What follows belongs to an exercise in optimizing a design on an open flow for small area; a production flow would make more cautious choices.
At most, simulation tests tie the RTL to the original design; equivalence was not proved.
Only the layout flow was run in runs 3 to 7; the RTL was not checked for function there.
No activity file was given, so power comes from the tool's default toggle rates.

File: design/flow/design.v
`timescale 1ns/1ns
package pi_pkg;
  localparam int adc_wid = 18;                        
  localparam int err_wid = adc_wid + 1;               
  localparam int consts_wid  = 48;
  localparam int consts_frac = 33;
  localparam int mul_wid     = consts_wid + err_wid;  
  localparam int sum_wid     = mul_wid + 1;           
  localparam int dac_data_wid  = 20;
  localparam int dac_frame_wid = 24;
  localparam logic [3:0] dac_code = 4'b0010;          
  localparam int keep_frac = dac_data_wid - adc_wid;  
  localparam int delay_wid = 16;                      
  typedef enum logic [2:0] {
    idle,    
    delay,   
    adc,     
    mul,     
    dac      
  } loop_state_t;
  typedef struct packed {
    logic signed [adc_wid-1:0]    setpt;   
    logic signed [consts_wid-1:0] alpha;   
    logic signed [consts_wid-1:0] p;
    logic [delay_wid-1:0]         delay;
  } loop_cfg_t;
  typedef struct packed {
    logic signed [err_wid-1:0] err_cur;
    logic signed [sum_wid-1:0] adj;    
  } loop_status_t;
endpackage
`timescale 1ns/1ns
module pi_loop_top (
  input  logic                 clk,
  input  logic                 rst_n,
  input  logic                 arm,
  input  logic signed [17:0]   cfg_setpt,    
  input  logic signed [47:0]   cfg_alpha,    
  input  logic signed [47:0]   cfg_p,        
  input  logic [15:0]          cfg_delay,    
  output logic                 adc_sck,
  output logic                 adc_conv,
  input  logic                 adc_in,
  output logic                 dac_sck,
  output logic                 dac_ss,
  output logic                 dac_out,
  output logic signed [18:0]   status_err_cur,
  output logic signed [67:0]   status_adj
);
  localparam logic [1:0] s_idle = 2'd0, s_dly = 2'd1, s_run = 2'd2, s_dac = 2'd3;
  logic [1:0]  st;
  logic        cap, clr;           
  logic [15:0] n;                  
  wire idle = (st == s_idle);
  wire dly  = (st == s_dly);
  wire run  = (st == s_run);       
  wire dacp = (st == s_dac);       
  wire [6:0] n7 = n[6:0];
  wire [7:0] n8 = n[7:0];
  wire tdone   = dly && !cap && (&n[15:1]);
  wire run_end = run && (n7 == 7'd96);
  wire dac_end = dacp && (n8 == 8'd192);
  always_ff @(posedge clk) begin
    if (!rst_n) begin
      st  <= s_idle;
      cap <= 1'b0;
      clr <= 1'b0;
    end else begin
      cap <= idle && arm;
      clr <= idle && !arm;
      case (st)
        s_idle:  if (arm) st <= s_dly;
        s_dly:   if (tdone) st <= s_run;
        s_run:   if (run_end) st <= s_dac;
        default: if (dac_end) st <= s_idle;
      endcase
    end
  end
  always_ff @(posedge clk) begin
    if (cap) n <= ~cfg_delay;      
    else if (tdone) n <= '1;
    else if (run_end) n <= '0;
    else n <= n + 1'b1;
  end
  logic signed [17:0] setpt_q;
  logic signed [47:0] alpha_q, p_q;
  logic [17:0]        sh;
  logic signed [18:0] err_q;
  logic signed [67:0] adj_q;
  logic               epz;         
  always_ff @(posedge clk) begin
    if (cap) begin
      setpt_q <= cfg_setpt;
      alpha_q <= cfg_alpha;
      p_q     <= cfg_p;
    end
  end
  wire samp = run && (n7[1:0] == 2'd3) && (n7 <= 7'd71);
  always_ff @(posedge clk) begin
    if (samp) sh <= {sh[16:0], adc_in};
  end
  always_ff @(posedge clk) begin
    if (run && n7 == 7'd75) err_q <= {sh[17], sh} - {setpt_q[17], setpt_q};
  end
  assign adc_conv = run && (n7 <= 7'd1);
  assign adc_sck  = run && !n7[1] && (n7 >= 7'd4) && (n7 <= 7'd73);
  logic [67:0] qr;                 
  logic        msb, c1, c2;        
  wire       act   = run && (n7 <= 7'd75);
  wire [1:0] j     = n7[1:0];
  wire [4:0] i     = n7[6:2];      
  wire       first = (i == 5'd0);
  logic t_b, ep_b, a_b;
  always_comb begin
    t_b = 1'b0; ep_b = 1'b0; a_b = 1'b0;
    for (int k = 0; k <= 18; k++) begin
      if (i == k[4:0]) begin
        if (k >= 1) t_b = setpt_q[18-k];
        if (k >= 1) a_b = adj_q[18-k];
        ep_b = err_q[18-k];
      end
    end
  end
  wire s_b  = sh[0];
  wire aen  = !first && (s_b ^ t_b);
  wire aneg = (i == 5'd1) ? s_b : t_b;
  wire pen  = ep_b && !epz;
  wire pneg = !first;
  wire [67:0] alpha_x = {{20{alpha_q[47]}}, alpha_q};
  wire [67:0] p_x     = {{20{p_q[47]}}, p_q};
  wire [67:0] ash_x   = {18'd0, adj_q[67:18]};
  logic [16:0] ach, pch, shch;
  always_comb begin
    case (j)
      2'd0: begin ach = alpha_x[16:0];  pch = p_x[16:0];  shch = ash_x[16:0];  end
      2'd1: begin ach = alpha_x[33:17]; pch = p_x[33:17]; shch = ash_x[33:17]; end
      2'd2: begin ach = alpha_x[50:34]; pch = p_x[50:34]; shch = ash_x[50:34]; end
      default: begin ach = alpha_x[67:51]; pch = p_x[67:51]; shch = ash_x[67:51]; end
    endcase
  end
  wire [16:0] u = first ? shch : {qr[15:0], (j == 2'd0) ? a_b : msb};
  wire [16:0] v = aen ? (ach ^ {17{aneg}}) : 17'd0;
  wire [16:0] w = pen ? (pch ^ {17{pneg}}) : 17'd0;
  wire [16:0] cs = u ^ v ^ w;
  wire [16:0] cc = (u & v) | (u & w) | (v & w);
  wire        k1 = (j == 2'd0) ? (aen & aneg) : c1;
  wire        k2 = (j == 2'd0) ? (pen & pneg) : c2;
  wire [17:0] r  = {1'b0, cs} + {1'b0, cc[15:0], k1} + {17'd0, k2};
  always_ff @(posedge clk) begin
    msb <= qr[16];
    c1  <= cc[16];
    c2  <= r[17];
    qr  <= {act ? r[16:0] : qr[16:0], qr[67:17]};
  end
  always_ff @(posedge clk) begin
    if (!rst_n || clr) begin
      adj_q <= '0;
      epz   <= 1'b1;
    end else if (run && n7 == 7'd95) begin
      adj_q <= {qr[16:0], qr[67:51], qr[50:34], qr[33:17]};
      epz   <= 1'b0;
    end
  end
  wire [36:0] rt   = adj_q[67:31];
  wire        fits = (&rt[36:19]) || !(|rt[36:19]);
  wire [19:0] dac_val = fits ? rt[19:0] : (rt[36] ? 20'h80000 : 20'h7ffff);
  wire [23:0] frame = {4'b0010, dac_val};
  always_comb begin
    dac_out = 1'b0;
    for (int k = 0; k < 24; k++)
      if (n8[7:3] == k[4:0]) dac_out = frame[23-k];
  end
  assign dac_ss  = !(dacp && (n8 < 8'd192));
  assign dac_sck = dacp && (n8 < 8'd192) && n8[2];
  assign status_err_cur = err_q;
  assign status_adj     = adj_q;
endmodule
File: design/flow/run.sh
#!/bin/bash
# synth_recipe.tcl (not shown) runs the flow's synth.tcl, then flattens the netlist and writes it again
# the make line also repeats each setting of config.mk as NAME=value (left out here)
make -C /OpenROAD-flow-scripts/flow DESIGN_CONFIG=/design/flow/config.mk WORK_HOME=/design/flow/orfs CLKGATE_MAP_FILE= SYNTH_SCRIPT=/design/flow/synth_recipe.tcl finish
File: design/flow/config.mk
export PLATFORM = sky130hd
export DESIGN_NAME = pi_loop_top
export DESIGN_NICKNAME = pi_loop_top
export VERILOG_FILES = /design/flow/design.v
export SDC_FILE = /design/flow/constraint.sdc
export NUM_CORES = 4
export LEC_CHECK = 0
export CAP_MARGIN = 20
export CORE_MARGIN = 2
export CORE_UTILIZATION = 30
export SLEW_MARGIN = 20
File: design/flow/constraint.sdc
create_clock -name core_clock -period 7.0 [get_ports {clk}]
set_input_delay 1.4000 -clock core_clock [delete_from_list [all_inputs] [get_ports {clk}]]
set_output_delay 1.4000 -clock core_clock [all_outputs]
set_load 0.01 [all_outputs]
==> notes.md, run 1 <==
status=timing/DRC/antenna clean; max-cap violation count=0; antenna violations before repair=0; critical path peak fanout=20; Most common cell on crit path=fa_1; power per standard cell area=398.2 mW/mm²; FFs w/ async S/R, synth=0%; vias in the first global route=11.29k; number of sinks on the clock net=311; count of synthesis-stage warnings from yosys=1; Final period util=90.30%; DR vias=11.37k; post-synthesis register bit count=311; critical path startpoint category=flip-flop; unrepaired setup endpoints after global routing=no; wire length per cell=20.25 µm; Achievable Freq=158.2 MHz; CORE AREA=0.04675 mm²; largest cells by area after synthesis=edfxtp_1 32%, dfxtp_1 22%, a21oi_1 5.5%; drt pass-1 iters=6; area of the die=0.04926 mm²; power after layout=7.304 mW; arrival time of the worst setup path=6.74 ns; synthesized net count=1,572; top cell type's share of synthesized area=31.82%; cell taking the most area after synthesis=edfxtp_1; count of mapped cells out of synthesis=1,375; post-synthesis sequential area ratio=54.29%; worst hold slack across all endpoints=0.3376 ns; required arrival time at the worst endpoint=7.41 ns; deepest clock path buffer count=3; Leakage=6.439 nW; total of hold buffers inserted after clock tree synthesis=0; root buffer cell=clkbuf_16; initial standard-cell utilization of the core=30.48%; CTS tree=done; clk slew on worst S/H paths=0.06 ns; Resized cells post-CTS=0; later-pin clock latency in the skew report=0.56 ns; final net count=1,778; Post-Synthesis Cell Area=0.01425 mm²; Die W=222.0 µm; proportion of layout cells with a drive suffix above 1=6.787%; critical path class=flip-flop to flip-flop; post-detailed-routing wire length=44,820 µm; clock period minus final worst setup slack=6.321 ns; count of endpoints failing hold in the final timing report=0; largest clock skew in the final design=0.02610 ns; number of routed nets with antenna violations=0; gr usage total=18.03%; aggregate global routing overflow=0; count of boundary I/O pins=226; row count=79; # DRC=0; Port Buf Inserts=225; mean instance size in the synthesized netlist=10.36 µm²; first-pass GRT wire length=68,320 µm; relative area change from synthesis to final layout=28.70%; measured slew at the worst slew-check pin=1.060 ns; Setup Viol. Count Final=0; global placement routability congestion=0.8819; slowest cell on the critical path=dfxtp_1; count of buffers added by post-CTS timing repair for setup=0; peak supply drop=0.1615 mV; main flop type after synthesis=dfxtp_1; post-synthesis cell type count=75; HPWL after detailed placement=33,490 µm; DIE HEIGHT=222.0 µm; max-slew violation total from the final report=0; starting DRC count in detailed routing=1,225; slowest stage delay, CP=0.77 ns; final core occ=39.23%; H-Tree Depth=2; Worst slew margin=29.32%; chain of cells forming the critical path=mux4_2 > a211oi_1 > a211oi_1 > a311oi_2 > xnor2_1 > nand2_1 > nor2_1 > fa_1 > inv_1 > fa_1 > fa_1 > nor2b_1 > o31a_1 > o41ai_1 > o2111ai_1 > and3_1 > a311o_1 > a21oi_1 > xor2_1 > o21ai_1; largest net degree at the start of global routing=86; final-layout setup total negative slack=0 ns; class of the tightest hold or removal check=flip-flop to flip-flop; endpoint kind of the worst setup timing path=flip-flop; number of synthesized flops with an enable pin=151; drt via density=5.135; TritonCTS buffer count=37
-- cells in the mapped netlist (9+ instances only) --
cell      instances
fa_1             20
o21ai_0          37
inv_1            49
o31ai_1          18
nand2_1         205
and3_1           10
ha_1             43
a21oi_1         157
a211oi_1          9
nand4_1          10
nand3_1          25
xor2_1           20
nor2_1           78
nor3_1           26
a222oi_1         17
a22oi_1          39
clkbuf_1         70
xnor2_1          51
edfxtp_1        151
o221ai_1         16
nor2b_1          12
dfxtp_1         160
o21ai_1          10
nand2b_1         15
-- layout make-up --
cell class,count,area [µm²]
fill,4515,28410
tap,607,759.5
clock inverter,14,160.2
clock buffer,50,1025
inverter,53,198.9
antenna,1,2.502
multi-input combinational,928,6015
timing repair buffer,250,2440
sequential,311,7741
-- state kept, by name (all words and copies together), names as in the netlist, 16 cells and up --
name	flops
adj_q	68
qr	68
alpha_q	48
p_q	48
err_q	19
setpt_q	18
sh	18
n	16
-- routing by layer --
layer | share of wire [%] | wire, µm | global-route usage [%] | up-vias
met1 | 46 | 20730 | 25.55 | 5454
li1 | - | - | - | 5389
met3 | 6.8 | 3046 | 3.074 | 71
met4 | 3.2 | 1434 | 7.040 | 0
met5 | 0 | 0 | 0 | -
met2 | 44 | 19620 | 27.38 | 454
-- path summary, 6_finish.rpt --
path | cells past startpoint | slack [ns] | start | to
setup / recovery | 20 | 0.68 | n[3]$_DFF_P_ | qr[67]$_DFF_P_
hold / removal | 0 | 0.34 | qr[67]$_DFF_P_ | qr[50]$_DFF_P_
setup reg to reg | 20 | 0.68 | n[3]$_DFF_P_ | qr[67]$_DFF_P_
hold reg to reg | 0 | 0.34 | qr[67]$_DFF_P_ | qr[50]$_DFF_P_
-- report_power, final --
part / internal [mW] / switching, mW / total (mW) / leakage, nW
Clock: 1.11 / 0.771 / 1.88 / 0.572
Combinational: 1.16 / 1.85 / 3.01 / 3.17
Sequential: 2.19 / 0.217 / 2.41 / 2.70
Total: 4.46 / 2.84 / 7.30 / 6.44
-- cell usage in the layout (no fill, tap or decap), drive strengths merged, types with 4 or more instances in the layout --
| cell type | count |
|---|---|
| a21oi | 157 |
| nor4 | 6 |
| buf | 25 |
| or3 | 8 |
| nor2 | 78 |
| o31ai | 18 |
| xor2 | 20 |
| nor2b | 13 |
| fa | 20 |
| o21ai | 47 |
| a221oi | 5 |
| inv | 54 |
| a222oi | 17 |
| clkbuf | 50 |
| clkdlybuf4s50 | 225 |
| nand3 | 25 |
| clkinv | 9 |
| a21o | 6 |
| o21a | 7 |
| nor3 | 26 |
| o21bai | 4 |
| edfxtp | 151 |
| and2 | 4 |
| a22oi | 39 |
| a211oi | 9 |
| o221ai | 16 |
| dfxtp | 160 |
| xnor2 | 51 |
| or4 | 5 |
| ha | 43 |
| nand2b | 15 |
| nand4 | 10 |
| nand2 | 206 |
| mux2i | 6 |
| and3 | 10 |
| mux2 | 9 |
| a31oi | 5 |
-- per-stage QoR --
step                worst slack, ns  area (µm²)  instances
CTS                          0.6250       18330       2213
floorplan                     1.953       14250       1375
global placement             0.8233       17150       2149
detailed placement           0.6884       17150       2149
finish                       0.6792       18340       2214
global route                0.07451       18340       2213
-- critical path: cells and delay by family (launching register included) --
| kind | cells | cell delay, ns |
|---|---|---|
| AOI/OAI and AO/OA | 9 | 2.61 |
| and+or+nand+nor | 4 | 0.94 |
| adders and majority gates | 3 | 0.88 |
| DFF | 1 | 0.77 |
| xor gates and xnor gates | 2 | 0.49 |
| muxes | 1 | 0.41 |
| buffers and inverters | 1 | 0.09 |
-- cell families (layout without fill, tap and decap cells) --
kind of cell | Yosys count | after routing | share of synthesized area (%)
AO/OA/AOI/OAI | 366 | 366 | 16.56
XOR/XNOR | 71 | 71 | 4.364
adder cells (fa/ha/maj) | 63 | 63 | 6.585
buffers and inverters | 136 | 367 | 3.714
flip-flops | 311 | 311 | 54.29
multiplexers | 18 | 18 | 1.694
other | 0 | 1 | 0
AND/OR/NAND/NOR | 410 | 410 | 12.79
==> run 2, diff against run 1 <==
--- a/design/flow/config.mk
+++ b/design/flow/config.mk
@@ -7,5 +7,7 @@
 export LEC_CHECK = 0
 export CAP_MARGIN = 20
 export CORE_MARGIN = 2
-export CORE_UTILIZATION = 30
+export CORE_UTILIZATION = 50
+export CTS_BUF_LIST = sky130_fd_sc_hd__clkbuf_4
+export CTS_CLUSTER_SIZE = 30
 export SLEW_MARGIN = 20
==> notes.md, run 2 <==
CTS tree=done (unchanged); final-layout setup total negative slack=0 ns (unchanged); count of mapped cells out of synthesis=1,375 (unchanged); registers with the most flip-flops=adj_q x68, qr x68 (unchanged); switching power as a share of total power=39.24% (was 38.93%); status=timing/DRC/antenna clean (unchanged); Clock Power Share=23.2% (was 25.7%); measured slew at the worst slew-check pin=1.081 ns (was 1.060 ns); sequential group share of total power=34.5% (was 33.0%); Post-Synthesis Cell Area=0.01425 mm² (unchanged); most frequent cell after synthesis=nand2_1 (unchanged); DIE HEIGHT=172.8 µm (was 222.0 µm); Resized cells post-CTS=0 (unchanged); later-pin clock latency in the skew report=0.70 ns (was 0.56 ns); most utilized layer in the global route result=met2 (unchanged); count of endpoints failing hold in the final timing report=0 (unchanged); vias in the first global route=11.28k (was 11.29k); Die W=172.8 µm (was 222.0 µm); Final period util=88.91% (was 90.30%); slowest stage delay, CP=0.53 ns (was 0.77 ns); number of synthesized flops with an enable pin=151 (unchanged); met1 GRT Util=39.81% (was 25.55%); drt pass-1 iters=7 (was 6); FFs w/ async S/R, synth=0% (unchanged); CORE AREA=0.02793 mm² (was 0.04675 mm²); chain of cells forming the critical path=buf_4 > mux4_2 > o21ai_1 > a211oi_1 > a311oi_2 > xnor2_1 > nand2_1 > nor2_1 > fa_1 > inv_1 > fa_1 > fa_1 > nor2b_1 > o31a_1 > o41ai_1 > o2111ai_1 > and3_1 > a311o_1 > a21oi_1 > xor2_1 > o21ai_1 (was mux4_2 > a211oi_1 > a211oi_1 > a311oi_2 > xnor2_1 > nand2_1 > nor2_1 > fa_1 > inv_1 > fa_1 > fa_1 > nor2b_1 > o31a_1 > o41ai_1 > o2111ai_1 > and3_1 > a311o_1 > a21oi_1 > xor2_1 > o21ai_1); required arrival time at the worst endpoint=7.55 ns (was 7.41 ns); met3 routing resource usage after global routing=5.123% (was 3.074%); synthesized net count=1,572 (unchanged); deepest clock path buffer count=3 (unchanged); slowest cell on the critical path=o41ai_1 (was dfxtp_1); Post-synth top cells=205 x nand2_1, 160 x dfxtp_1, 157 x a21oi_1 (unchanged); number of routed nets with antenna violations=0 (unchanged); drt via density=5.670 (was 5.135); most common library cell in the layout ignoring fill and taps=clkdlybuf4s50_1 (unchanged); proportion of layout cells with a drive suffix above 1=10.72% (was 6.787%); Setup Viol. Count Final=0 (unchanged); # DRC=0 (unchanged); HPWL after detailed placement=29,540 µm (was 33,490 µm); critical path startpoint category=flip-flop (unchanged); post-detailed-routing wire length=41,000 µm (was 44,820 µm); DR vias=11.67k (was 11.37k); count of boundary I/O pins=226 (unchanged); aggregate global routing overflow=0 (unchanged); global placement routability congestion=0.9078 (was 0.8819); Leakage=6.484 nW (was 6.439 nW); row count=61 (was 79); post-synthesis cell type count=75 (unchanged); clk slew on worst S/H paths=0.07 ns (was 0.06 ns); largest net degree at the start of global routing=86 (unchanged); endpoint kind of the worst setup timing path=flip-flop (unchanged); cell taking the most area after synthesis=edfxtp_1 (unchanged); final net count=1,823 (was 1,778); clock period minus final worst setup slack=6.224 ns (was 6.321 ns); post-synthesis sequential area ratio=54.29% (unchanged); first-pass GRT wire length=63,660 µm (was 68,320 µm); WP buf/inv=2 (was 1); max-slew violation total from the final report=0 (unchanged); wire length per cell=19.92 µm (was 20.25 µm); critical path class=flip-flop to flip-flop (unchanged); top cell type's share of synthesized area=31.82% (unchanged); max-cap violation count=0 (unchanged); peak supply drop=0.1894 mV (was 0.1615 mV); antenna violations before repair=1 (was 0); number of sinks on the clock net=311 (unchanged); class of the tightest hold or removal check=flip-flop to flip-flop (unchanged); highest-count cells in the layout ignoring fill and taps=225 x clkdlybuf4s50_1, 204 x nand2_1, 159 x dfxtp_1, 157 x a21oi_1, 151 x edfxtp_1 (was 225 x clkdlybuf4s50_1, 203 x nand2_1, 159 x dfxtp_1, 157 x a21oi_1, 151 x edfxtp_1); relative area change from synthesis to final layout=25.78% (was 28.70%); largest clock skew in the final design=0.05920 ns (was 0.02610 ns); gr usage total=27.06% (was 18.03%); main flop type after synthesis=dfxtp_1 (unchanged); post-synthesis register bit count=311 (unchanged); switching power of the nets=2.730 mW (was 2.843 mW); Achievable Freq=160.7 MHz (was 158.2 MHz); met2 track demand over resource=40.03% (was 27.38%); Port Buf Inserts=225 (unchanged); arrival time of the worst setup path=6.77 ns (was 6.74 ns); unrepaired setup endpoints after global routing=no (unchanged); area of the die=0.02987 mm² (was 0.04926 mm²); count of buffers added by post-CTS timing repair for setup=0 (unchanged); root buffer cell=clkbuf_4 (was clkbuf_16); TritonCTS buffer count=82 (was 37); Comb power frac=42.2% (was 41.3%); Worst slew margin=27.73% (was 29.32%); Cell Int Power=4.227 mW (was 4.461 mW); largest cells by area after synthesis=edfxtp_1 32%, dfxtp_1 22%, a21oi_1 5.5% (unchanged); H-Tree Depth=3 (was 2); power per standard cell area=388.2 mW/mm² (was 398.2 mW/mm²); kind of cell adding the most delay to the critical path=compound AO/OA/AOI/OAI gates (unchanged); final core occ=64.17% (was 39.23%); mean instance size in the synthesized netlist=10.36 µm² (unchanged); starting DRC count in detailed routing=1,436 (was 1,225); Most common cell on crit path=fa_1 (unchanged); total of hold buffers inserted after clock tree synthesis=0 (unchanged); worst hold slack across all endpoints=0.3345 ns (was 0.3376 ns); count of synthesis-stage warnings from yosys=1 (unchanged); initial standard-cell utilization of the core=51.02% (was 30.48%); critical path peak fanout=15 (was 20)
-- run 2: cell counts after synthesis --
No cell type changed its count.
-- run 2: layer usage --
layer  routed length, µm  part of all wire, %  vias to the layer above
met4                1048                  2.6                        0
met3                3116                  7.6                       64
met5                   0                    0                        -
met1               18910                   46                     5539
met2               17930                   44                      537
li1                    -                    -                     5528
-- run 2: metrics by stage --
stage	total power [mW]	instances	setup slack, ns	area (µm²)
after global routing	7.447	2058	0.3896	17920
after CTS	6.979	2057	0.8840	17920
final	6.958	2058	0.7762	17920
after floorplan	4.498	1375	1.953	14250
after global placement	5.328	1920	1.114	16860
after detailed placement	5.344	1920	0.9339	16860
-- run 2: power by group through the flow --
stage	sequential, mW	clock (mW)	combinational (mW)
2_1_floorplan	2.37	0	2.13
6_report	2.40	1.61	2.94
4_1_cts	2.40	1.65	2.93
3_5_place_dp	2.43	0	2.91
5_1_grt	2.43	1.75	3.27
3_3_place_gp	2.43	0	2.90
-- run 2: final cells by class --
cell class	count	area (µm²)
fillers	2290	10010
flip-flops and latches	311	7741
multi-input cells	928	6012
repair buffers	250	2440
clock buffers	117	878.3
well taps	378	473.0
inverters	53	198.9
clock inverters	20	178.9
diodes	1	2.502
-- run 2: path summary, 6_finish.rpt --
kind / cells past startpoint / slack, ns / start / end
setup / recovery: 21 / 0.78 / n[2]$_DFF_P_ / qr[67]$_DFF_P_
hold / removal: 0 / 0.33 / qr[48]$_DFF_P_ / qr[31]$_DFF_P_
setup reg to reg: 21 / 0.78 / n[2]$_DFF_P_ / qr[67]$_DFF_P_
hold reg to reg: 0 / 0.33 / qr[48]$_DFF_P_ / qr[31]$_DFF_P_
-- run 2: cell families (layout without fill, tap and decap cells) --
kind of cell / count (synthesis) / after routing / share of synthesized area [%]
xor gates and xnor gates: 71 / 71 / 4.364
AOI/OAI and AO/OA: 366 / 366 / 16.56
muxes: 18 / 18 / 1.694
and+or+nand+nor: 410 / 410 / 12.79
DFF: 311 / 311 / 54.29
adders and majority gates: 63 / 63 / 6.585
buffers and inverters: 136 / 440 / 3.714
other: 0 / 1 / 0
==> run 3, diff against run 2 <==
--- a/design/flow/design.v
+++ b/design/flow/design.v
@@ -82,25 +82,40 @@
     else if (run_end) n <= '0;
     else n <= n + 1'b1;
   end
-  logic signed [17:0] setpt_q;
   logic signed [47:0] alpha_q, p_q;
-  logic [17:0]        sh;
+  logic [18:0]        ws;          
+  logic               tbit;        
   logic signed [18:0] err_q;
   logic signed [67:0] adj_q;
   logic               epz;         
   always_ff @(posedge clk) begin
     if (cap) begin
-      setpt_q <= cfg_setpt;
       alpha_q <= cfg_alpha;
       p_q     <= cfg_p;
     end
   end
-  wire samp = run && (n7[1:0] == 2'd3) && (n7 <= 7'd71);
-  always_ff @(posedge clk) begin
-    if (samp) sh <= {sh[16:0], adc_in};
+  wire       samp  = run && (n7[1:0] == 2'd3) && (n7 <= 7'd71);
+  wire [4:0] kb    = n7[6:2];      
+  wire       t_new = ws[18];
+  wire       nz    = adc_in ^ t_new;
+  wire       dneg  = nz && ((kb == 5'd0) ? adc_in : t_new);
+  logic [18:0] ws_next;
+  always_comb begin
+    logic bw;
+    bw = dneg;
+    ws_next[0] = nz;
+    for (int b = 0; b < 18; b++) begin
+      ws_next[b+1] = ws[b] ^ (bw && (b[4:0] <= kb));
+      bw = bw && !ws[b];
+    end
   end
   always_ff @(posedge clk) begin
-    if (run && n7 == 7'd75) err_q <= {sh[17], sh} - {setpt_q[17], setpt_q};
+    if (cap) ws <= {cfg_setpt, 1'b0};
+    else if (samp) ws <= ws_next;
+    if (samp) tbit <= t_new;
+  end
+  always_ff @(posedge clk) begin
+    if (run && n7 == 7'd75) err_q <= ws;
   end
   assign adc_conv = run && (n7 <= 7'd1);
   assign adc_sck  = run && !n7[1] && (n7 >= 7'd4) && (n7 <= 7'd73);
@@ -110,20 +125,18 @@
   wire [1:0] j     = n7[1:0];
   wire [4:0] i     = n7[6:2];      
   wire       first = (i == 5'd0);
-  logic t_b, ep_b, a_b;
+  logic ep_b, a_b;
   always_comb begin
-    t_b = 1'b0; ep_b = 1'b0; a_b = 1'b0;
+    ep_b = 1'b0; a_b = 1'b0;
     for (int k = 0; k <= 18; k++) begin
       if (i == k[4:0]) begin
-        if (k >= 1) t_b = setpt_q[18-k];
         if (k >= 1) a_b = adj_q[18-k];
         ep_b = err_q[18-k];
       end
     end
   end
-  wire s_b  = sh[0];
-  wire aen  = !first && (s_b ^ t_b);
-  wire aneg = (i == 5'd1) ? s_b : t_b;
+  wire aen  = !first && ws[0];      
+  wire aneg = tbit ^ (i == 5'd1);
   wire pen  = ep_b && !epz;
   wire pneg = !first;
   wire [67:0] alpha_x = {{20{alpha_q[47]}}, alpha_q};
--- a/design/flow/config.mk
+++ b/design/flow/config.mk
@@ -7,7 +7,5 @@
 export LEC_CHECK = 0
 export CAP_MARGIN = 20
 export CORE_MARGIN = 2
-export CORE_UTILIZATION = 50
-export CTS_BUF_LIST = sky130_fd_sc_hd__clkbuf_4
-export CTS_CLUSTER_SIZE = 30
+export CORE_UTILIZATION = 30
 export SLEW_MARGIN = 20
==> notes.md, run 3 <==
largest cells by area after synthesis=edfxtp_1 30%, dfxtp_1 24%, nand2_1 6.1% (was edfxtp_1 32%, dfxtp_1 22%, a21oi_1 5.5%); final core occ=39.37% (was 64.17%); WP buf/inv=0 (was 2); most frequent cell after synthesis=nand2_1 (unchanged); total of hold buffers inserted after clock tree synthesis=0 (unchanged); post-detailed-routing wire length=44,640 µm (was 41,000 µm); post-synthesis register bit count=295 (was 311); launching element of the worst setup path=n[4]$_DFF_P_ (was n[2]$_DFF_P_); ant diodes=0 (was 1); Post-synth top cells=218 x nand2_1, 161 x dfxtp_1, 159 x a21oi_1 (was 205 x nand2_1, 160 x dfxtp_1, 157 x a21oi_1); count of boundary I/O pins=226 (unchanged); clock period minus final worst setup slack=5.959 ns (was 6.224 ns); Achievable Freq=167.8 MHz (was 160.7 MHz); most common library cell in the layout ignoring fill and taps=clkdlybuf4s50_1 (unchanged); Port Buf Inserts=225 (unchanged); status=timing/DRC/antenna clean (unchanged); largest clock skew in the final design=0.01702 ns (was 0.05920 ns); arrival time of the worst setup path=6.37 ns (was 6.77 ns); H-Tree Depth=2 (was 3); Die W=216.2 µm (was 172.8 µm); critical path class=flip-flop to flip-flop (unchanged); count of placed standard cells in the final layout, fillers left out=2,154 (was 2,058); # DRC=0 (unchanged); final-layout setup total negative slack=0 ns (unchanged); cell taking the most area after synthesis=edfxtp_1 (unchanged); aggregate global routing overflow=0 (unchanged); slack of the critical path=1.041 ns (was 0.7762 ns); clk slew on worst S/H paths=0.06 ns (was 0.07 ns); CTS tree=done (unchanged); relative area change from synthesis to final layout=29.16% (was 25.78%); cell area after layout=0.01745 mm² (was 0.01792 mm²); initial standard-cell utilization of the core=30.48% (was 51.02%); number of cells on the worst reg-to-reg path=21 (unchanged); Placed Cells incl. Taps=2,095 (was 1,920); power after layout=6.038 mW (was 6.958 mW); DIE HEIGHT=216.2 µm (was 172.8 µm); Final period util=85.13% (was 88.91%); main flop type after synthesis=dfxtp_1 (unchanged); row count=77 (was 61); drt via density=5.106 (was 5.670); count of buffers added by post-CTS timing repair for setup=0 (unchanged); drt pass-1 iters=5 (was 7); FFs w/ async S/R, synth=0% (unchanged); slowest cell on the critical path=o41ai_1 (unchanged); CP endpoint=qr[67]$_DFF_P_ (unchanged); required arrival time at the worst endpoint=7.41 ns (was 7.55 ns); critical path peak fanout=22 (was 15); largest net degree at the start of global routing=70 (was 86); Post-Synthesis Cell Area=0.01351 mm² (was 0.01425 mm²); first-pass GRT wire length=66,430 µm (was 63,660 µm); mean instance size in the synthesized netlist=10.06 µm² (was 10.36 µm²); Worst slew margin=43.98% (was 27.73%); starting DRC count in detailed routing=1,083 (was 1,436); synthesized net count=1,520 (was 1,572); post-synthesis cell type count=72 (was 75); startpoint of the lowest-slack register-to-register path=n[4]$_DFF_P_ (was n[2]$_DFF_P_); worst hold slack across all endpoints=0.3468 ns (was 0.3345 ns); Setup Viol. Count Final=0 (unchanged); class of the tightest hold or removal check=flip-flop to flip-flop (unchanged); deepest clock path buffer count=3 (unchanged); top cell type's share of synthesized area=29.79% (was 31.82%); number of synthesized flops with an enable pin=134 (was 151); peak supply drop=0.1672 mV (was 0.1894 mV); CORE AREA=0.04432 mm² (was 0.02793 mm²); gr usage total=18.60% (was 27.06%); unrepaired setup endpoints after global routing=no (unchanged); TritonCTS buffer count=34 (was 82); Filler Cells Inserted=4,383 (was 2,290); root buffer cell=clkbuf_16 (was clkbuf_4); chain of cells forming the critical path=nor2b_1 > nor2b_1 > and2_1 > a21oi_1 > a21o_1 > a32oi_1 > o21ai_0 > o311a_1 > o21ai_0 > fa_1 > fa_1 > fa_1 > a211oi_1 > o21bai_1 > a31oi_1 > o21ai_0 > o41ai_1 > o2111ai_1 > a21oi_1 > xor2_1 > o21ai_0 (was buf_4 > mux4_2 > o21ai_1 > a211oi_1 > a311oi_2 > xnor2_1 > nand2_1 > nor2_1 > fa_1 > inv_1 > fa_1 > fa_1 > nor2b_1 > o31a_1 > o41ai_1 > o2111ai_1 > and3_1 > a311o_1 > a21oi_1 > xor2_1 > o21ai_1); origin of the worst min-delay path=qr[34]$_DFF_P_ (was qr[48]$_DFF_P_); global placement routability congestion=0.8831 (was 0.9078); endpoint kind of the worst setup timing path=flip-flop (unchanged); max-cap violation count=0 (unchanged); number of cells on the critical path=21 (unchanged); vias in the first global route=10.73k (was 11.28k); proportion of layout cells with a drive suffix above 1=7.234% (was 10.72%); Leakage=5.943 nW (was 6.484 nW); later-pin clock latency in the skew report=0.54 ns (was 0.70 ns); DR vias=11.00k (was 11.67k); area of the die=0.04674 mm² (was 0.02987 mm²); slowest stage delay, CP=0.58 ns (was 0.53 ns); power per standard cell area=346.0 mW/mm² (was 388.2 mW/mm²); number of sinks on the clock net=295 (was 311); max-slew violation total from the final report=0 (unchanged); register-to-register setup slack=1.04 ns (was 0.78 ns); count of endpoints failing hold in the final timing report=0 (unchanged); worst slack after detailed placement=1.038 ns (was 0.9339 ns); registers with the most flip-flops=adj_q x68, qr x68 (unchanged); measured slew at the worst slew-check pin=0.8382 ns (was 1.081 ns); HPWL after detailed placement=32,410 µm (was 29,540 µm); number of routed nets with antenna violations=0 (unchanged); critical path startpoint category=flip-flop (unchanged); post-synthesis sequential area ratio=53.64% (was 54.29%); endpoint of the worst register-to-register path=qr[67]$_DFF_P_ (unchanged); antenna violations before repair=1 (unchanged); kind of cell adding the most delay to the critical path=compound AO/OA/AOI/OAI gates (unchanged); count of mapped cells out of synthesis=1,343 (was 1,375); wire length per cell=20.73 µm (was 19.92 µm); highest-count cells in the layout ignoring fill and taps=225 x clkdlybuf4s50_1, 218 x nand2_1, 160 x dfxtp_1, 159 x a21oi_1, 134 x edfxtp_1 (was 225 x clkdlybuf4s50_1, 204 x nand2_1, 159 x dfxtp_1, 157 x a21oi_1, 151 x edfxtp_1); Most common cell on crit path=o21ai_0 (was fa_1); Resized cells post-CTS=0 (unchanged); count of synthesis-stage warnings from yosys=1 (unchanged); final net count=1,716 (was 1,823); Cell Area, Placed=0.01637 mm² (was 0.01686 mm²)
[run 3: layer usage]
metal / up-vias / track usage [%] / routed length (µm)
met3: 54 / 3.214 / 3127
met4: 0 / 5.274 / 953
met2: 411 / 28.66 / 20040
met1: 5281 / 26.73 / 20520
li1: 5253 / - / -
met5: - / 0 / 0
[run 3: cells by family (layout without fill, tap and decap cells)]
family                     Yosys count  after routing  synth area share (%)
DFF                                295            295                 53.64
muxes                               11             11                0.8613
buffers and inverters              118            337                 3.492
AOI/OAI and AO/OA                  386            386                 18.01
and+or+nand+nor                    409            409                 13.70
adders and majority gates           43             43                 5.038
xor gates and xnor gates            81             81                 5.251
[run 3: area by class of cell]
type | instances | area (µm²) | area share, %
clock buffers | 46 | 959.7 | 5.500
clock inverters | 13 | 113.9 | 0.6526
well taps | 592 | 740.7 | 4.245
flip-flops and latches | 295 | 7251 | 41.56
inverters | 24 | 90.09 | 0.5163
multi-input cells | 930 | 5823 | 33.37
repair buffers | 254 | 2470 | 14.16
[run 3: how the worst min path moves through the flow]
stage                endpoint  depth (start not counted)
6_report       qr[17]$_DFF_P_                          0
2_1_floorplan   qr[0]$_DFF_P_                          0
3_3_place_gp   qr[23]$_DFF_P_                          0
4_1_cts        qr[13]$_DFF_P_                          0
5_1_grt        qr[29]$_DFF_P_                          0
3_5_place_dp   qr[48]$_DFF_P_                          0
[run 3: power by group]
part | total (mW) | switching (mW) | internal, mW
logic | 2.01 | 1.26 | 0.753
registers | 2.30 | 0.230 | 2.07
clock network | 1.72 | 0.721 | 1.00
total | 6.04 | 2.21 | 3.83
==> run 4, diff against run 3 <==
==> design/flow/flow/run.sh (new file) <==
#!/bin/bash
# Standard ORFS layout (the standard.sh, standard synthesis), with two changes:
# the port buffers use the smallest buffer cell, and clock tree synthesis inserts no
# dummy loads. Each make run writes its full output to a log file here.
set -euo pipefail
export BUFFER_PORTS_ARGS="-buffer_cell sky130_fd_sc_hd__buf_1"
export CTS_ARGS="-sink_clustering_enable -repair_clock_nets -dont_use_dummy_load"
bash standard.sh > flow_standard.log 2>&1
==> design/flow/standard.sh (new file) <==
#!/bin/bash
# synth_recipe.tcl (not shown) runs the flow's synth.tcl, then flattens the netlist and writes it again
# the make line also repeats each setting of config.mk as NAME=value (left out here)
make -C /OpenROAD-flow-scripts/flow DESIGN_CONFIG=/design/flow/config.mk WORK_HOME=/design/flow/orfs CLKGATE_MAP_FILE= SYNTH_SCRIPT=/design/flow/synth_recipe.tcl "${@:-finish}"
removed: design/flow/run.sh
==> notes.md, run 4 <==
mean instance size in the synthesized netlist=10.06 µm² (unchanged); highest-count cells in the layout ignoring fill and taps=225 x buf_1, 218 x nand2_1, 160 x dfxtp_1, 159 x a21oi_1, 134 x edfxtp_1 (was 225 x clkdlybuf4s50_1, 218 x nand2_1, 160 x dfxtp_1, 159 x a21oi_1, 134 x edfxtp_1); root buffer cell=clkbuf_16 (unchanged); largest clock skew in the final design=0.05394 ns (was 0.01702 ns); global placement routability congestion=0.8786 (was 0.8831); sequential group share of total power=40.4% (was 38.1%); Port Buf Inserts=225 (unchanged); cell area after layout=0.01581 mm² (was 0.01745 mm²); count of endpoints failing hold in the final timing report=0 (unchanged); switching power as a share of total power=37.23% (was 36.61%); class of the tightest hold or removal check=flip-flop to flip-flop (unchanged); power per standard cell area=364.5 mW/mm² (was 346.0 mW/mm²); count of mapped cells out of synthesis=1,343 (unchanged); DIE HEIGHT=216.2 µm (unchanged); met1 GRT Util=26.15% (was 26.73%); max-cap violation count=0 (unchanged); # DRC=0 (unchanged); Filler Cells Inserted=4,567 (was 4,383); drt pass-1 iters=6 (was 5); CORE AREA=0.04432 mm² (unchanged); first-pass GRT wire length=65,320 µm (was 66,430 µm); aggregate global routing overflow=0 (unchanged); Worst slew margin=34.91% (was 43.98%); count of buffers added by post-CTS timing repair for setup=0 (unchanged); main flop type after synthesis=dfxtp_1 (unchanged); later-pin clock latency in the skew report=0.55 ns (was 0.54 ns); required arrival time at the worst endpoint=7.39 ns (was 7.41 ns); Achievable Freq=158.5 MHz (was 167.8 MHz); most frequent cell after synthesis=nand2_1 (unchanged); CTS tree=done (unchanged); unrepaired setup endpoints after global routing=no (unchanged); critical path peak fanout=20 (was 22); DR vias=10.94k (was 11.00k); worst slack after detailed placement=0.7723 ns (was 1.038 ns); worst hold slack across all endpoints=0.3281 ns (was 0.3468 ns); clk slew on worst S/H paths=0.06 ns (about the same); antenna violations before repair=0 (was 1); H-Tree Depth=2 (unchanged); final-layout setup total negative slack=0 ns (unchanged); starting DRC count in detailed routing=1,067 (was 1,083); count of boundary I/O pins=226 (unchanged); post-synthesis sequential area ratio=53.64% (unchanged); drt via density=5.140 (was 5.106); Post-synth top cells=218 x nand2_1, 161 x dfxtp_1, 159 x a21oi_1 (unchanged); number of synthesized flops with an enable pin=134 (unchanged); clock period minus final worst setup slack=6.309 ns (was 5.959 ns); initial standard-cell utilization of the core=30.48% (unchanged); cell taking the most area after synthesis=edfxtp_1 (unchanged); total of hold buffers inserted after clock tree synthesis=0 (unchanged); largest net degree at the start of global routing=76 (was 70); critical path startpoint category=flip-flop (unchanged); number of sinks on the clock net=295 (unchanged); Leakage=5.248 nW (was 5.943 nW); post-synthesis cell type count=72 (unchanged); post-detailed-routing wire length=43,290 µm (was 44,640 µm); switching power of the nets=2.145 mW (was 2.210 mW); relative area change from synthesis to final layout=17.03% (was 29.16%); Cell Area, Placed=0.01496 mm² (was 0.01637 mm²); final net count=1,715 (was 1,716); peak supply drop=0.1990 mV (was 0.1672 mV); Comb power frac=33.5% (was 33.3%); gr usage total=18.32% (was 18.60%); row count=77 (unchanged); met2 track demand over resource=27.41% (was 28.66%); slack of the critical path=0.6914 ns (was 1.041 ns); registers with the most flip-flops=adj_q x68, qr x68 (unchanged); critical path class=flip-flop to flip-flop (unchanged); post-synthesis register bit count=295 (unchanged); measured slew at the worst slew-check pin=0.9764 ns (was 0.8382 ns); Post-Synthesis Cell Area=0.01351 mm² (unchanged); FFs w/ async S/R, synth=0% (unchanged); largest cells by area after synthesis=edfxtp_1 30%, dfxtp_1 24%, nand2_1 6.1% (unchanged); synthesized net count=1,520 (unchanged); endpoint kind of the worst setup timing path=flip-flop (unchanged); HPWL after detailed placement=32,090 µm (was 32,410 µm); Final period util=90.12% (was 85.13%); arrival time of the worst setup path=6.70 ns (was 6.37 ns); Cell Int Power=3.617 mW (was 3.827 mW); deepest clock path buffer count=3 (unchanged); area of the die=0.04674 mm² (unchanged); most common library cell in the layout ignoring fill and taps=buf_1 (was clkdlybuf4s50_1); TritonCTS buffer count=34 (unchanged); Resized cells post-CTS=0 (unchanged); count of synthesis-stage warnings from yosys=1 (unchanged); number of cells on the worst reg-to-reg path=21 (unchanged); status=timing/DRC/antenna clean (unchanged); met3 routing resource usage after global routing=3.396% (was 3.214%); Die W=216.2 µm (unchanged); ant diodes=0 (unchanged); top cell type's share of synthesized area=29.79% (unchanged); count of placed standard cells in the final layout, fillers left out=2,128 (was 2,154); Clock Power Share=26.1% (was 28.6%); most utilized layer in the global route result=met2 (unchanged); proportion of layout cells with a drive suffix above 1=6.185% (was 7.234%); number of routed nets with antenna violations=0 (unchanged); Placed Cells incl. Taps=2,094 (was 2,095); vias in the first global route=10.72k (was 10.73k); wire length per cell=20.34 µm (was 20.73 µm); number of cells on the worst hold path=0 (unchanged); max-slew violation total from the final report=0 (unchanged); Setup Viol. Count Final=0 (unchanged)
-- run 4: cell counts after synthesis --
Identical to the previous run, type by type.
-- run 4: cell type report --
class                           count  area, µm²  share of cell area (%)
Inverter                           24      90.09                  0.5698
Clock buffer                       34      850.8                   5.381
Sequential cell                   295       7251                   45.86
Timing Repair Buffer              253       1055                   6.671
Multi-Input combinational cell    930       5823                   36.83
Tap cell                          592      740.7                   4.685
-- run 4: kinds of logic after synthesis --
| family | after synthesis | synth area share [%] |
|---|---|---|
| compound gates | 386 | 18.01 |
| xor+xnor | 81 | 5.251 |
| fa+ha+maj | 43 | 5.038 |
| buf+inv | 118 | 3.492 |
| flops | 295 | 53.64 |
| mux | 11 | 0.8613 |
| simple gates | 409 | 13.70 |
-- run 4: stage by stage --
stage,power [mW],util (%)
2_1_floorplan,3.628,-
3_3_place_gp,4.249,33.75
3_5_place_dp,4.272,33.75
4_1_cts,5.783,35.67
5_1_grt,6.088,35.67
6_report,5.762,35.67
-- run 4: worst paths after layout --
kind	from	endpoint	slack (ns)
max	n[5]$_DFF_P_	qr[67]$_DFF_P_	0.69
min	qr[35]$_DFF_P_	qr[18]$_DFF_P_	0.33
max reg2reg	n[5]$_DFF_P_	qr[67]$_DFF_P_	0.69
min reg2reg	qr[35]$_DFF_P_	qr[18]$_DFF_P_	0.33
-- run 4: power groups by stage --
stage	Combinational (mW)	Clock, mW	Sequential [mW]
global route	2.13	1.60	2.36
detailed placement	1.91	0	2.36
finish	1.93	1.51	2.33
CTS	1.92	1.54	2.32
floorplan	1.39	0	2.23
global placement	1.90	0	2.35
-- run 4: routing by layer --
| metal | wire length, µm | part of all wire, % |
|---|---|---|
| met2 | 18660 | 43 |
| met1 | 20240 | 47 |
| met5 | 0 | 0 |
| met3 | 2877 | 6.6 |
| met4 | 1514 | 3.5 |
-- run 4: critical path, stage by stage, from the launching register on --
cell       delay [ns]
dfxtp_1          0.83
nor2b_1          0.45
nor2b_1          0.27
and2_1           0.21
a21oi_1          0.08
a21o_1           0.21
a32oi_1          0.21
o21ai_0          0.10
o311a_1          0.13
o21ai_0          0.30
fa_1             0.48
fa_1             0.49
fa_1             0.44
a211oi_1         0.23
o21bai_1         0.12
a31oi_1          0.22
o21ai_0          0.16
o41ai_1          0.57
o2111ai_1        0.22
a21oi_1          0.20
xor2_1           0.17
o21ai_0          0.08
==> run 5, diff against run 4 <==
--- a/design/flow/flow/run.sh
+++ b/design/flow/flow/run.sh
@@ -4,5 +4,5 @@
 # dummy loads. Each make run writes its full output to a log file here.
 set -euo pipefail
 export BUFFER_PORTS_ARGS="-buffer_cell sky130_fd_sc_hd__buf_1"
-export CTS_ARGS="-sink_clustering_enable -repair_clock_nets -dont_use_dummy_load"
+export CTS_ARGS="-sink_clustering_enable -repair_clock_nets -dont_use_dummy_load -buf_list sky130_fd_sc_hd__clkbuf_4"
 bash standard.sh > flow_standard.log 2>&1
==> notes.md, run 5 <==
post-synthesis register bit count=295 (unchanged); cell area after layout=0.01558 mm² (was 0.01581 mm²); HPWL after detailed placement=32,090 µm (unchanged); H-Tree Depth=3 (was 2); later-pin clock latency in the skew report=0.81 ns (was 0.55 ns); worst slack after detailed placement=0.7723 ns (unchanged); relative area change from synthesis to final layout=15.31% (was 17.03%); main flop type after synthesis=dfxtp_1 (unchanged); switching power as a share of total power=39.26% (was 37.23%); most common library cell in the layout ignoring fill and taps=buf_1 (unchanged); max-cap violation count=0 (unchanged); critical path startpoint category=flip-flop (unchanged); DIE HEIGHT=216.2 µm (unchanged); count of endpoints failing hold in the final timing report=0 (unchanged); sequential group share of total power=42.9% (was 40.4%); count of synthesis-stage warnings from yosys=1 (unchanged); vias in the first global route=11.08k (was 10.72k); CORE AREA=0.04432 mm² (unchanged); Achievable Freq=158.5 MHz (about the same); Post-Synthesis Cell Area=0.01351 mm² (unchanged); Final period util=90.11% (was 90.12%); root buffer cell=clkbuf_4 (was clkbuf_16); most frequent cell after synthesis=nand2_1 (unchanged); mean instance size in the synthesized netlist=10.06 µm² (unchanged); WP buf/inv=0 (unchanged); arrival time of the worst setup path=6.95 ns (was 6.70 ns); register-to-register setup slack=0.69 ns (about the same); required arrival time at the worst endpoint=7.64 ns (was 7.39 ns); aggregate global routing overflow=0 (unchanged); DR vias=11.11k (was 10.94k); final-layout setup total negative slack=0 ns (unchanged); CTS tree=done (unchanged); Cell Int Power=3.294 mW (was 3.617 mW); Filler Cells Inserted=4,612 (was 4,567); Post-synth top cells=218 x nand2_1, 161 x dfxtp_1, 159 x a21oi_1 (unchanged); critical path class=flip-flop to flip-flop (unchanged); registers with the most flip-flops=adj_q x68, qr x68 (unchanged); post-detailed-routing wire length=43,540 µm (was 43,290 µm); gr usage total=18.54% (was 18.32%); critical path peak fanout=20 (unchanged); first-pass GRT wire length=65,810 µm (was 65,320 µm); measured slew at the worst slew-check pin=0.9808 ns (was 0.9764 ns); top cell type's share of synthesized area=29.79% (unchanged); switching power of the nets=2.129 mW (was 2.145 mW); final net count=1,763 (was 1,715); total of hold buffers inserted after clock tree synthesis=0 (unchanged); Worst slew margin=34.61% (was 34.91%); starting DRC count in detailed routing=1,061 (was 1,067); post-synthesis sequential area ratio=53.64% (unchanged); slowest cell on the critical path=dfxtp_1 (unchanged); drt via density=5.102 (was 5.140); clock period minus final worst setup slack=6.308 ns (was 6.309 ns); flip-flop and latch area=0.007251 mm² (unchanged); Clock Power Share=21.5% (was 26.1%); count of buffers added by post-CTS timing repair for setup=0 (unchanged); cell taking the most area after synthesis=edfxtp_1 (unchanged); wire length per cell=20.00 µm (was 20.34 µm); number of sinks on the clock net=295 (unchanged); Resized cells post-CTS=0 (unchanged); clk slew on worst S/H paths=0.07 ns (was 0.06 ns); Cell Area, Placed=0.01496 mm² (unchanged); kind of cell adding the most delay to the critical path=compound AO/OA/AOI/OAI gates (unchanged); synthesized net count=1,520 (unchanged); status=timing/DRC/antenna clean (unchanged); final core occ=35.15% (was 35.67%); deepest clock path buffer count=3 (unchanged); count of boundary I/O pins=226 (unchanged); area of the die=0.04674 mm² (unchanged); chain of cells forming the critical path=nor2b_1 > nor2b_1 > and2_1 > a21oi_1 > a21o_1 > a32oi_1 > o21ai_0 > o311a_1 > o21ai_0 > fa_1 > fa_1 > fa_1 > a211oi_1 > o21bai_1 > a31oi_1 > o21ai_0 > o41ai_1 > o2111ai_1 > a21oi_1 > xor2_1 > o21ai_0 (unchanged); Leakage=5.206 nW (was 5.248 nW); initial standard-cell utilization of the core=30.48% (unchanged); row count=77 (unchanged); antenna violations before repair=2 (was 0); power per standard cell area=348.1 mW/mm² (was 364.5 mW/mm²); unrepaired setup endpoints after global routing=no (unchanged); FFs w/ async S/R, synth=0% (unchanged); # DRC=0 (unchanged); number of synthesized flops with an enable pin=134 (unchanged); Comb power frac=35.6% (was 33.5%); largest net degree at the start of global routing=76 (unchanged); highest-count cells in the layout ignoring fill and taps=225 x buf_1, 218 x nand2_1, 160 x dfxtp_1, 159 x a21oi_1, 134 x edfxtp_1 (unchanged); largest clock skew in the final design=0.1251 ns (was 0.05394 ns); drt pass-1 iters=6 (unchanged); slowest stage delay, CP=0.83 ns (about the same); post-synthesis cell type count=72 (unchanged); proportion of layout cells with a drive suffix above 1=9.028% (was 6.185%); Die W=216.2 µm (unchanged); Port Buf Inserts=225 (unchanged); endpoint kind of the worst setup timing path=flip-flop (unchanged); number of routed nets with antenna violations=0 (unchanged); class of the tightest hold or removal check=flip-flop to flip-flop (unchanged); power after layout=5.423 mW (was 5.762 mW); largest cells by area after synthesis=edfxtp_1 30%, dfxtp_1 24%, nand2_1 6.1% (unchanged); Setup Viol. Count Final=0 (unchanged); TritonCTS buffer count=82 (was 34); slack of the critical path=0.6923 ns (was 0.6914 ns); count of mapped cells out of synthesis=1,343 (unchanged); peak supply drop=0.1750 mV (was 0.1990 mV); multi-input gate area in the final layout=0.005823 mm² (unchanged); Most common cell on crit path=o21ai_0 (unchanged); max-slew violation total from the final report=0 (unchanged); global placement routability congestion=0.8786 (unchanged)
==> run 5: cells by family (layout without fill, tap and decap cells) <==
kind of cell,Yosys count,count (layout),synth area share [%]
compound gates,386,386,18.01
xor+xnor,81,81,5.251
fa+ha+maj,43,43,5.038
buf+inv,118,359,3.492
flops,295,295,53.64
mux,11,11,0.8613
other cells,0,1,0
simple gates,409,409,13.70
==> run 5: final timing paths <==
check | from | endpoint | cells after the start
worst max-delay path | n[5]$_DFF_P_ | qr[67]$_DFF_P_ | 21
worst min-delay path | qr[63]$_DFF_P_ | qr[46]$_DFF_P_ | 0
worst max register to register | n[5]$_DFF_P_ | qr[67]$_DFF_P_ | 21
worst min register to register | qr[63]$_DFF_P_ | qr[46]$_DFF_P_ | 0
==> run 5: through the flow <==
step	hold WS, ns	instances
detailed placement	0.3356	2094
floorplan	0.3306	1343
CTS	0.2970	2176
global route	0.2983	2177
finish	0.3126	2177
global placement	0.3359	2094
==> run 5: worst register-to-register path: stages, from the launching register on <==
cell and delay, ns:
dfxtp_1 0.83, nor2b_1 0.47, nor2b_1 0.27, and2_1 0.20
a21oi_1 0.08, a21o_1 0.20, a32oi_1 0.21, o21ai_0 0.10
o311a_1 0.13, o21ai_0 0.29, fa_1 0.48, fa_1 0.49
fa_1 0.44, a211oi_1 0.24, o21bai_1 0.12, a31oi_1 0.22
o21ai_0 0.16, o41ai_1 0.58, o2111ai_1 0.23, a21oi_1 0.21
xor2_1 0.18, o21ai_0 0.09
==> run 5: area by class of cell <==
| cell class | count | area share, % |
|---|---|---|
| Timing Repair Buffer | 253 | 6.771 |
| Multi-Input combinational cell | 930 | 37.38 |
| Clock buffer | 82 | 3.952 |
| Tap cell | 592 | 4.755 |
| Antenna cell | 1 | 0.01606 |
| Inverter | 24 | 0.5783 |
| Sequential cell | 295 | 46.55 |
==> run 5: power by group through the flow <==
stage | clock network, mW | logic, mW | registers (mW)
global placement | 0 | 1.90 | 2.35
CTS | 1.21 | 1.92 | 2.32
global route | 1.29 | 2.13 | 2.36
floorplan | 0 | 1.39 | 2.23
finish | 1.17 | 1.93 | 2.33
detailed placement | 0 | 1.91 | 2.36
==> run 5: metal layers <==
layer / track usage (%) / share of wire [%] / wire, µm
met5: 0 / 0 / 0
met4: 7.352 / 2.8 / 1214
met3: 4.449 / 7.5 / 3247
met2: 27.69 / 44 / 19010
met1: 25.80 / 46 / 20060
==> run 6, diff against run 5 <==
==> design/flow/flow/run.sh (replaced) <==
#!/bin/bash
# Standard ORFS layout (the standard.sh, standard synthesis), with two changes:
# the port buffers use the smallest buffer cell, and clock tree synthesis inserts no
# dummy loads. Each make run writes its full output to a log file here.
set -euo pipefail
export BUFFER_PORTS_ARGS="-buffer_cell sky130_fd_sc_hd__buf_1"
export CTS_ARGS="-sink_clustering_enable -repair_clock_nets -dont_use_dummy_load -buf_list sky130_fd_sc_hd__clkbuf_16 -sink_clustering_size 30 -sink_clustering_max_diameter 80"
bash standard.sh > flow_standard.log 2>&1
==> notes.md, run 6 <==
main flop type after synthesis=dfxtp_1 (unchanged); H-Tree Depth=1 (was 3); Clock Power Share=19.7% (was 21.5%); later-pin clock latency in the skew report=0.55 ns (was 0.81 ns); class of the tightest hold or removal check=flip-flop to flip-flop (unchanged); cell area after layout=0.01543 mm² (was 0.01558 mm²); Resized cells post-CTS=0 (unchanged); Post-synth top cells=218 x nand2_1, 161 x dfxtp_1, 159 x a21oi_1 (unchanged); TritonCTS buffer count=19 (was 82); power per standard cell area=343.2 mW/mm² (was 348.1 mW/mm²); total of hold buffers inserted after clock tree synthesis=0 (unchanged); aggregate global routing overflow=0 (unchanged); Die W=216.2 µm (unchanged); Worst slew margin=33.79% (was 34.61%); post-synthesis cell type count=72 (unchanged); count of placed standard cells in the final layout, fillers left out=2,113 (was 2,177); count of mapped cells out of synthesis=1,343 (unchanged); CTS tree=done (unchanged); Achievable Freq=157.5 MHz (was 158.5 MHz); number of cells on the critical path=21 (unchanged); wire length per cell=20.24 µm (was 20.00 µm); proportion of layout cells with a drive suffix above 1=5.260% (was 9.028%); synthesized net count=1,520 (unchanged); initial standard-cell utilization of the core=30.48% (unchanged); root buffer cell=clkbuf_16 (was clkbuf_4); unrepaired setup endpoints after global routing=no (unchanged); status=timing/DRC/antenna clean (unchanged); global placement routability congestion=0.8786 (unchanged); starting DRC count in detailed routing=1,152 (was 1,061); clk slew on worst S/H paths=0.11 ns (was 0.07 ns); arrival time of the worst setup path=6.73 ns (was 6.95 ns); post-synthesis sequential area ratio=53.64% (unchanged); peak supply drop=0.2354 mV (was 0.1750 mV); kind of cell adding the most delay to the critical path=compound AO/OA/AOI/OAI gates (unchanged); first-pass GRT wire length=64,530 µm (was 65,810 µm); final net count=1,700 (was 1,763); # DRC=0 (unchanged); vias in the first global route=10.62k (was 11.08k); final-layout setup total negative slack=0 ns (unchanged); multi-input gate area in the final layout=0.005823 mm² (unchanged); ant diodes=0 (was 1); number of synthesized flops with an enable pin=134 (unchanged); deepest clock path buffer count=3 (unchanged); Most common cell on crit path=o21ai_0 (unchanged); Port Buf Inserts=225 (unchanged); slack of the critical path=0.6507 ns (was 0.6923 ns); Filler Cells Inserted=4,603 (was 4,612); gr usage total=17.93% (was 18.54%); sequential group share of total power=43.9% (was 42.9%); largest cells by area after synthesis=edfxtp_1 30%, dfxtp_1 24%, nand2_1 6.1% (unchanged); FFs w/ async S/R, synth=0% (unchanged); registers with the most flip-flops=adj_q x68, qr x68 (unchanged); number of cells on the worst reg-to-reg path=21 (unchanged); count of buffers added by post-CTS timing repair for setup=0 (unchanged); critical path class=flip-flop to flip-flop (unchanged); top cell type's share of synthesized area=29.79% (unchanged); row count=77 (unchanged); relative area change from synthesis to final layout=14.25% (was 15.31%); area of the die=0.04674 mm² (unchanged); switching power as a share of total power=38.75% (was 39.26%); critical path startpoint category=flip-flop (unchanged); cell taking the most area after synthesis=edfxtp_1 (unchanged); count of boundary I/O pins=226 (unchanged); highest-count cells in the layout ignoring fill and taps=225 x buf_1, 218 x nand2_1, 160 x dfxtp_1, 159 x a21oi_1, 134 x edfxtp_1 (unchanged); measured slew at the worst slew-check pin=0.9931 ns (was 0.9808 ns); Leakage=5.063 nW (was 5.206 nW); most frequent cell after synthesis=nand2_1 (unchanged); max-slew violation total from the final report=0 (unchanged); DR vias=10.81k (was 11.11k); slowest stage delay, CP=0.84 ns (was 0.83 ns); flip-flop and latch area=0.007251 mm² (unchanged); max-cap violation count=0 (unchanged); HPWL after detailed placement=32,090 µm (unchanged); chain of cells forming the critical path=nor2b_1 > nor2b_1 > and2_1 > a21oi_1 > a21o_1 > a32oi_1 > o21ai_0 > o311a_1 > o21ai_0 > fa_1 > fa_1 > fa_1 > a211oi_1 > o21bai_1 > a31oi_1 > o21ai_0 > o41ai_1 > o2111ai_1 > a21oi_1 > xor2_1 > o21ai_0 (unchanged); WP buf/inv=0 (unchanged); Setup Viol. Count Final=0 (unchanged); CORE AREA=0.04432 mm² (unchanged); Cell Area, Placed=0.01496 mm² (unchanged); Placed Cells incl. Taps=2,094 (unchanged); largest clock skew in the final design=0.07301 ns (was 0.1251 ns); count of endpoints failing hold in the final timing report=0 (unchanged); Post-Synthesis Cell Area=0.01351 mm² (unchanged); post-synthesis register bit count=295 (unchanged); Final period util=90.70% (was 90.11%); drt pass-1 iters=5 (was 6); endpoint kind of the worst setup timing path=flip-flop (unchanged); switching power of the nets=2.052 mW (was 2.129 mW); Cell Int Power=3.244 mW (was 3.294 mW); number of routed nets with antenna violations=0 (unchanged); clock period minus final worst setup slack=6.349 ns (was 6.308 ns); mean instance size in the synthesized netlist=10.06 µm² (unchanged); drt via density=5.117 (was 5.102); post-detailed-routing wire length=42,770 µm (was 43,540 µm); Comb power frac=36.4% (was 35.6%); most common library cell in the layout ignoring fill and taps=buf_1 (unchanged); required arrival time at the worst endpoint=7.38 ns (was 7.64 ns); antenna violations before repair=0 (was 2); DIE HEIGHT=216.2 µm (unchanged); critical path peak fanout=20 (unchanged); largest net degree at the start of global routing=76 (unchanged); number of sinks on the clock net=295 (unchanged); worst slack after detailed placement=0.7723 ns (unchanged); slowest cell on the critical path=dfxtp_1 (unchanged); count of synthesis-stage warnings from yosys=1 (unchanged); number of cells on the worst hold path=0 (unchanged)
run 6: final timing paths:
kind	start	end	slack [ns]
hold / removal	qr[54]$_DFF_P_	qr[37]$_DFF_P_	0.28
setup reg to reg	n[5]$_DFF_P_	qr[67]$_DFF_P_	0.65
hold reg to reg	qr[54]$_DFF_P_	qr[37]$_DFF_P_	0.28
setup / recovery	n[5]$_DFF_P_	qr[67]$_DFF_P_	0.65
run 6: layout make-up:
class | count | share of cell area [%]
tap | 592 | 4.799
multi-input combinational | 930 | 37.73
sequential | 295 | 46.98
inverter | 24 | 0.5837
timing repair buffer | 253 | 6.834
clock buffer | 19 | 3.080
run 6: power by group through the flow:
| stage | clock network (mW) | registers, mW | logic (mW) |
|---|---|---|---|
| after global placement | 0 | 2.35 | 1.90 |
| after detailed placement | 0 | 2.36 | 1.91 |
| final | 1.04 | 2.32 | 1.93 |
| after global routing | 1.12 | 2.36 | 2.13 |
| after floorplan | 0 | 2.23 | 1.39 |
| after CTS | 1.07 | 2.32 | 1.92 |
run 6: cells by family (layout without fill, tap and decap cells):
family / Yosys count / after routing / share of synthesized area (%)
muxes: 11 / 11 / 0.8613
AOI/OAI and AO/OA: 386 / 386 / 18.01
buffers and inverters: 118 / 296 / 3.492
adders and majority gates: 43 / 43 / 5.038
DFF: 295 / 295 / 53.64
and+or+nand+nor: 409 / 409 / 13.70
xor gates and xnor gates: 81 / 81 / 5.251
run 6: routing by layer:
metal	global-route usage, %	wire length, µm	up-vias
li1	-	-	5183
met1	25.99	20050	5158
met5	0	0	-
met2	27.21	18440	408
met3	2.793	2905	63
met4	5.959	1368	0
run 6: metrics by stage:
| step | hold WS, ns | total power [mW] | utilization, % |
|---|---|---|---|
| floorplan | 0.3306 | 3.628 | - |
| global placement | 0.3359 | 4.249 | 33.75 |
| detailed placement | 0.3356 | 4.272 | 33.75 |
| CTS | 0.2750 | 5.311 | 34.82 |
| global route | 0.2781 | 5.610 | 34.83 |
| finish | 0.2767 | 5.297 | 34.83 |
==> run 7, diff against run 6 <==
==> design/flow/flow/run.sh (replaced) <==
#!/bin/bash
# Standard ORFS layout (the standard.sh, standard synthesis), with two changes:
# the port buffers use the smallest buffer cell, and clock tree synthesis inserts no
# dummy loads. Each make run writes its full output to a log file here.
set -euo pipefail
export BUFFER_PORTS_ARGS="-buffer_cell sky130_fd_sc_hd__buf_1"
export CTS_ARGS="-sink_clustering_enable -repair_clock_nets -dont_use_dummy_load -buf_list sky130_fd_sc_hd__clkbuf_8 -sink_clustering_size 16 -sink_clustering_max_diameter 60"
bash standard.sh > flow_standard.log 2>&1
==> notes.md, run 7 <==
HPWL after detailed placement=32,090 µm (unchanged); drt pass-1 iters=5 (unchanged); proportion of layout cells with a drive suffix above 1=5.817% (was 5.260%); # DRC=0 (unchanged); Most common cell on crit path=o21ai_0 (unchanged); chain of cells forming the critical path=nor2b_1 > nor2b_1 > and2_1 > a21oi_1 > a21o_1 > a32oi_1 > o21ai_0 > o311a_1 > o21ai_0 > fa_1 > fa_1 > fa_1 > a211oi_1 > o21bai_1 > a31oi_1 > o21ai_0 > o41ai_1 > o2111ai_1 > a21oi_1 > xor2_1 > o21ai_0 (unchanged); Post-synth top cells=218 x nand2_1, 161 x dfxtp_1, 159 x a21oi_1 (unchanged); area of the die=0.04674 mm² (unchanged); top cell type's share of synthesized area=29.79% (unchanged); registers with the most flip-flops=adj_q x68, qr x68 (unchanged); Post-Synthesis Cell Area=0.01351 mm² (unchanged); initial standard-cell utilization of the core=30.48% (unchanged); vias in the first global route=10.63k (was 10.62k); post-synthesis cell type count=72 (unchanged); drt via density=5.077 (was 5.117); Cell Int Power=3.115 mW (was 3.244 mW); slowest cell on the critical path=dfxtp_1 (unchanged); row count=77 (unchanged); number of sinks on the clock net=295 (unchanged); adder and majority gate portion of the synthesized area=5.038% (unchanged); critical path startpoint category=flip-flop (unchanged); H-Tree Depth=1 (unchanged); gr usage total=18.01% (was 17.93%); unrepaired setup endpoints after global routing=no (unchanged); number of cells on the worst hold path=0 (unchanged); Placed Cells incl. Taps=2,094 (unchanged); Resized cells post-CTS=0 (unchanged); most frequent cell after synthesis=nand2_1 (unchanged); max-cap violation count=0 (unchanged); FFs w/ async S/R, synth=0% (unchanged); worst hold slack across all endpoints=0.2980 ns (was 0.2767 ns); largest net degree at the start of global routing=76 (unchanged); aggregate global routing overflow=0 (unchanged); mean instance size in the synthesized netlist=10.06 µm² (unchanged); count of synthesis-stage warnings from yosys=1 (unchanged); final net count=1,709 (was 1,700); sequential group share of total power=45.0% (was 43.9%); Final period util=90.33% (was 90.70%); clk slew on worst S/H paths=0.09 ns (was 0.11 ns); TritonCTS buffer count=28 (was 19); switching power as a share of total power=39.71% (was 38.75%); peak supply drop=0.1960 mV (was 0.2354 mV); wire length per cell=20.20 µm (was 20.24 µm); switching power of the nets=2.052 mW (about the same); count of buffers added by post-CTS timing repair for setup=0 (unchanged); Worst slew margin=33.40% (was 33.79%); later-pin clock latency in the skew report=0.63 ns (was 0.55 ns); Post-Synth XOR/XNOR Area=5.251% (unchanged); Setup Viol. Count Final=0 (unchanged); starting DRC count in detailed routing=983 (was 1,152); critical path class=flip-flop to flip-flop (unchanged); power after layout=5.167 mW (was 5.297 mW); status=timing/DRC/antenna clean (unchanged); CORE AREA=0.04432 mm² (unchanged); final core occ=34.62% (was 34.83%); Achievable Freq=158.1 MHz (was 157.5 MHz); Clock Power Share=17.7% (was 19.7%); global placement routability congestion=0.8786 (unchanged); required arrival time at the worst endpoint=7.48 ns (was 7.38 ns); arrival time of the worst setup path=6.80 ns (was 6.73 ns); number of cells on the worst reg-to-reg path=21 (unchanged); slowest stage delay, CP=0.82 ns (was 0.84 ns); area fraction in and, or, nand and nor cells after synthesis=13.70% (unchanged); number of synthesized flops with an enable pin=134 (unchanged); count of endpoints failing hold in the final timing report=0 (unchanged); main flop type after synthesis=dfxtp_1 (unchanged); endpoint kind of the worst setup timing path=flip-flop (unchanged); class of the tightest hold or removal check=flip-flop to flip-flop (unchanged); post-synthesis register bit count=295 (unchanged); DIE HEIGHT=216.2 µm (unchanged); Port Buf Inserts=225 (unchanged)
run 7: cell counts after synthesis:
Identical to the previous run, type by type.
run 7: per-stage QoR:
stage          worst slack (ns)  area (µm²)
2_1_floorplan             1.758       13510
3_3_place_gp             0.9044       14960
3_5_place_dp             0.7723       14960
4_1_cts                  0.7375       15340
5_1_grt                  0.2152       15340
6_report                 0.6767       15340
run 7: worst paths after layout:
check | from | endpoint
hold / removal | qr[57]$_DFF_P_ | qr[40]$_DFF_P_
setup reg to reg | n[5]$_DFF_P_ | qr[67]$_DFF_P_
setup / recovery | n[5]$_DFF_P_ | qr[67]$_DFF_P_
hold reg to reg | qr[57]$_DFF_P_ | qr[40]$_DFF_P_
run 7: logic make-up after synthesis:
logic type                 after synthesis
and+or+nand+nor                        409
AOI/OAI and AO/OA                      386
DFF                                    295
buffers and inverters                  118
xor gates and xnor gates                81
adders and majority gates               43
muxes                                   11
run 7: final cells by class:
| type | count | area (µm²) |
|---|---|---|
| Inverter | 24 | 90.09 |
| Multi-Input combinational cell | 930 | 5823 |
| Timing Repair Buffer | 253 | 1055 |
| Sequential cell | 295 | 7251 |
| Fill cell | 4613 | 28970 |
| Clock buffer | 28 | 385.4 |
| Tap cell | 592 | 740.7 |
run 7: power by group through the flow:
stage / Clock [mW] / Sequential [mW] / Combinational [mW]
after floorplan: 0 / 2.23 / 1.39
after global placement: 0 / 2.35 / 1.90
after detailed placement: 0 / 2.36 / 1.91
after CTS: 0.942 / 2.32 / 1.92
after global routing: 1.00 / 2.36 / 2.13
final: 0.913 / 2.33 / 1.93
run 7: worst max-delay path, delay by kind of cell, from the launching register on:
kind | cells | cell delay (ns)
adder cells (fa/ha/maj) | 3 | 1.41
AO/OA/AOI/OAI | 14 | 2.85
AND/OR/NAND/NOR | 3 | 0.95
XOR/XNOR | 1 | 0.17
flip-flops | 1 | 0.82
run 7: per-layer routing:
metal	up-vias	share of wire (%)	GRT usage, %
li1	5192	-	-
met1	5151	47	26.13
met2	368	44	27.78
met3	62	6.6	2.835
met4	0	2.6	4.954
met5	-	0	0

Setup slack of run 7, layout unchanged: 0.677 ns with ideal ports, 0.677 ns with driving cells assumed (clock clkbuf_16, inputs buf_2), 0.677 ns with port delays also shifted by the 0.643 ns mid clock arrival.
